From an optimization exercise on the open Yosys and OpenROAD flow, aimed at small area; shortcuts taken in it are not production practice.
Function was checked by simulation only, so behaviour that the tests miss may differ from the original.

## byte_pack_fifo_hs
module byte_pack_fifo_hs #(
    parameter  int IN_BYTES   = 16,
    parameter  int OUT_BYTES  = 16,
    parameter  int FIFO_BYTES = 32,
    localparam int IN_W       = $clog2(IN_BYTES + 1),
    localparam int OUT_W      = $clog2(OUT_BYTES + 1),
    localparam int LVL_W      = $clog2(FIFO_BYTES + 1)
) (
    input  logic                clk,
    input  logic                rst_n,
    input  logic                sync_rst_i,
    input  logic                drain_i,
    input  logic                in_valid,
    output logic                in_ready,
    input  logic [IN_BYTES*8-1:0] in_data,
    input  logic [IN_W-1:0]     in_nbytes,
    input  logic [OUT_W-1:0]    out_req,
    output logic                out_valid,
    input  logic                out_ready,
    output logic [OUT_BYTES*8-1:0] out_data,
    output logic [OUT_W-1:0]    out_nbytes,
    output logic [LVL_W-1:0]    level_o,
    output logic                draining_o,
    output logic                err_len_o
);
Settings: LEC_CHECK=0, ABC_AREA=1, CAP_MARGIN=10, CORE_MARGIN=2, CORE_UTILIZATION=70, GPL_TIMING_DRIVEN=0, SETUP_SLACK_MARGIN=0.6, SLEW_MARGIN=10, SYNTH_HIERARCHICAL=1, SYNTH_MINIMUM_KEEP_SIZE=0; clock period 10.0 ns.
standard.sh (not shown) runs the stock make flow with config.mk's settings and CLKGATE_MAP_FILE= SYNTH_SCRIPT=/design/flow/synth_recipe.tcl, a recipe that flattens the netlist after the stock synthesis.
==> flow/flow/run.sh <==
#!/bin/bash
# Own layout flow: the standard ORFS flow, with
#  - synthesis as standard, except that ABC maps with its area-only mapper (amap);
#    registers are mapped by Yosys before ABC runs, so they are the standard synthesis's;
#  - the port buffers made from the smallest buffer cell;
#  - clock tree synthesis without dummy loads.
set -euo pipefail
W=$(pwd)
# Copy of the ORFS scripts whose only change is the ABC area script.
rm -rf "$W/scripts_own"
cp -r "$FLOW_HOME/scripts" "$W/scripts_own"
cp "$W/flow/abc_area.script" "$W/scripts_own/abc_area.script"

bash standard.sh SCRIPTS_DIR="$W/scripts_own" synth > "$W/synth.log" 2>&1

bash standard.sh \
  BUFFER_PORTS_ARGS="-buffer_cell sky130_fd_sc_hd__buf_1" \
  CTS_ARGS="-sink_clustering_enable -repair_clock_nets -dont_use_dummy_load -buf_list {sky130_fd_sc_hd__clkbuf_4} -sink_clustering_size 10 -sink_clustering_max_diameter 40" \
  finish > "$W/layout.log" 2>&1
==> flow/flow/abc_area.script <==
strash
dch
amap
topo
==> next run, changes <==
--- a/flow/flow/run.sh
+++ b/flow/flow/run.sh
@@ -16,4 +16,4 @@
 bash standard.sh \
   BUFFER_PORTS_ARGS="-buffer_cell sky130_fd_sc_hd__buf_1" \
-  CTS_ARGS="-sink_clustering_enable -repair_clock_nets -dont_use_dummy_load -buf_list {sky130_fd_sc_hd__clkbuf_4} -sink_clustering_size 10 -sink_clustering_max_diameter 40" \
+  CTS_ARGS="-sink_clustering_enable -repair_clock_nets -dont_use_dummy_load -buf_list {sky130_fd_sc_hd__clkbuf_4 sky130_fd_sc_hd__clkbuf_8} -sink_clustering_size 16 -sink_clustering_max_diameter 50" \
   finish > "$W/layout.log" 2>&1
Settings changed: CAP_MARGIN 10 to 0, SETUP_SLACK_MARGIN 0.6 to 0.3, SLEW_MARGIN 10 to 0.
Outcome:
- The new run went through all stages and came out clean
- global-route usage went up by 0.77 points
- via count goes down slightly
- count of clock-buffer cells in the layout drops by 14
- fmax is higher slightly
==> next run, changes <==
Settings changed: CAP_MARGIN 0 to 10, SETUP_SLACK_MARGIN 0.3 to 0.6, SLEW_MARGIN 0 to 10.
Outcome: The changed run finished clean; critical path depth came out lower by 1; via count hardly moves; area after synthesis is unchanged.


byte_pack_fifo_hs again, from the RTL that the note above started with.
==> flow/config.mk <==
export PLATFORM = sky130hd
export DESIGN_NAME = byte_pack_fifo_hs
export DESIGN_NICKNAME = byte_pack_fifo_hs
export VERILOG_FILES = /design/flow/design.v
export SDC_FILE = /design/flow/constraint.sdc
export NUM_CORES = 4
export LEC_CHECK = 0
export ABC_AREA = 1
export CAP_MARGIN = 0
export CORE_MARGIN = 2
export CORE_UTILIZATION = 70
export GPL_TIMING_DRIVEN = 0
export SETUP_SLACK_MARGIN = 0.3
export SLEW_MARGIN = 0
export SYNTH_HIERARCHICAL = 1
export SYNTH_MINIMUM_KEEP_SIZE = 0
==> flow/constraint.sdc <==
create_clock -name core_clock -period 10.0 [get_ports {clk}]
set_input_delay 2.0000 -clock core_clock [delete_from_list [all_inputs] [get_ports {clk}]]
set_output_delay 2.0000 -clock core_clock [all_outputs]
set_load 0.01 [all_outputs]
==> flow/flow/run.sh <==
#!/bin/bash
# Own layout flow: the standard ORFS flow, with
#  - synthesis as standard, except that ABC maps with its area-only mapper (amap);
#    registers are mapped by Yosys before ABC runs, so they are the standard synthesis's;
#  - the port buffers made from the smallest buffer cell;
#  - clock tree synthesis without dummy loads, from small clock buffers;
#  - non-critical gates downsized after global routing (RECOVER_POWER).
set -euo pipefail
W=$(pwd)
# Copy of the ORFS scripts whose only change is the ABC area script.
rm -rf "$W/scripts_own"
cp -r "$FLOW_HOME/scripts" "$W/scripts_own"
cp "$W/flow/abc_area.script" "$W/scripts_own/abc_area.script"

bash standard.sh SCRIPTS_DIR="$W/scripts_own" synth > "$W/synth.log" 2>&1

bash standard.sh \
  BUFFER_PORTS_ARGS="-buffer_cell sky130_fd_sc_hd__buf_1" \
  RECOVER_POWER=100 \
  CTS_ARGS="-sink_clustering_enable -repair_clock_nets -dont_use_dummy_load -buf_list {sky130_fd_sc_hd__clkbuf_4 sky130_fd_sc_hd__clkbuf_8} -sink_clustering_size 16 -sink_clustering_max_diameter 50" \
  finish > "$W/layout.log" 2>&1
Scripts as last shown in full above: flow/flow/abc_area.script
The first run completed, yet does not pass: max-capacitance violations, max-slew violations.
Then changed:
--- a/flow/flow/run.sh
+++ b/flow/flow/run.sh
@@ -6,2 +6 @@
-#  - clock tree synthesis without dummy loads, from small clock buffers;
-#  - non-critical gates downsized after global routing (RECOVER_POWER).
+#  - clock tree synthesis without dummy loads.
@@ -19 +17,0 @@
-  RECOVER_POWER=100 \
--- a/flow/config.mk
+++ b/flow/config.mk
@@ -9 +9 @@
-export CAP_MARGIN = 0
+export CAP_MARGIN = 10
@@ -11 +11 @@
-export CORE_UTILIZATION = 70
+export CORE_UTILIZATION = 60
@@ -13,2 +13,2 @@
-export SETUP_SLACK_MARGIN = 0.3
-export SLEW_MARGIN = 0
+export SETUP_SLACK_MARGIN = 0.6
+export SLEW_MARGIN = 10
Effect: Now the flow completed with no timing, DRC or antenna violations. Final area went up by 1.3%. Clock skew went up by 0.043 ns. Synthesized area is unchanged. Flip-flop and latch count is unchanged. Global-route usage went down by 8.4 points.

[what the ideal ports hide]
The flow's constraints put no driver on any port. The routed layouts listed below were extracted and timed again, unchanged, in two steps.
Step 1 assumes that a clkbuf_16 drives the clock port and a buf_2 every other input.
Step 2 also shifts input and output timing later by t, the mid clock arrival at the registers, as if the neighbouring blocks saw the same clock.
a / b / c = ideal ports / drivers / drivers and shift; a / b = the first two.
| run | t (ns) | setup slack, ns | worst data-port slew with drivers (ns) |
|---|---|---|---|
| the first run of note 1 | 0.674 | 0.532 / 0.477 / 0.707 | 0.04 |
| the second run of note 1 | 0.581 | 0.675 / 0.629 / 0.744 | 0.05 |
| the third run of note 1 | 0.583 | 0.649 / 0.603 / 0.747 | 0.04 |
| the first run of note 2 | 0.581 | 0.609 / 0.562 / 0.600 | 0.06 |
| the second run of note 2 | 0.572 | 0.800 / 0.754 / 0.904 | 0.04 |
The setup slack of the first run of note 2, which loses most, moves by -0.047 ns with the drivers and by -0.009 ns with both steps.
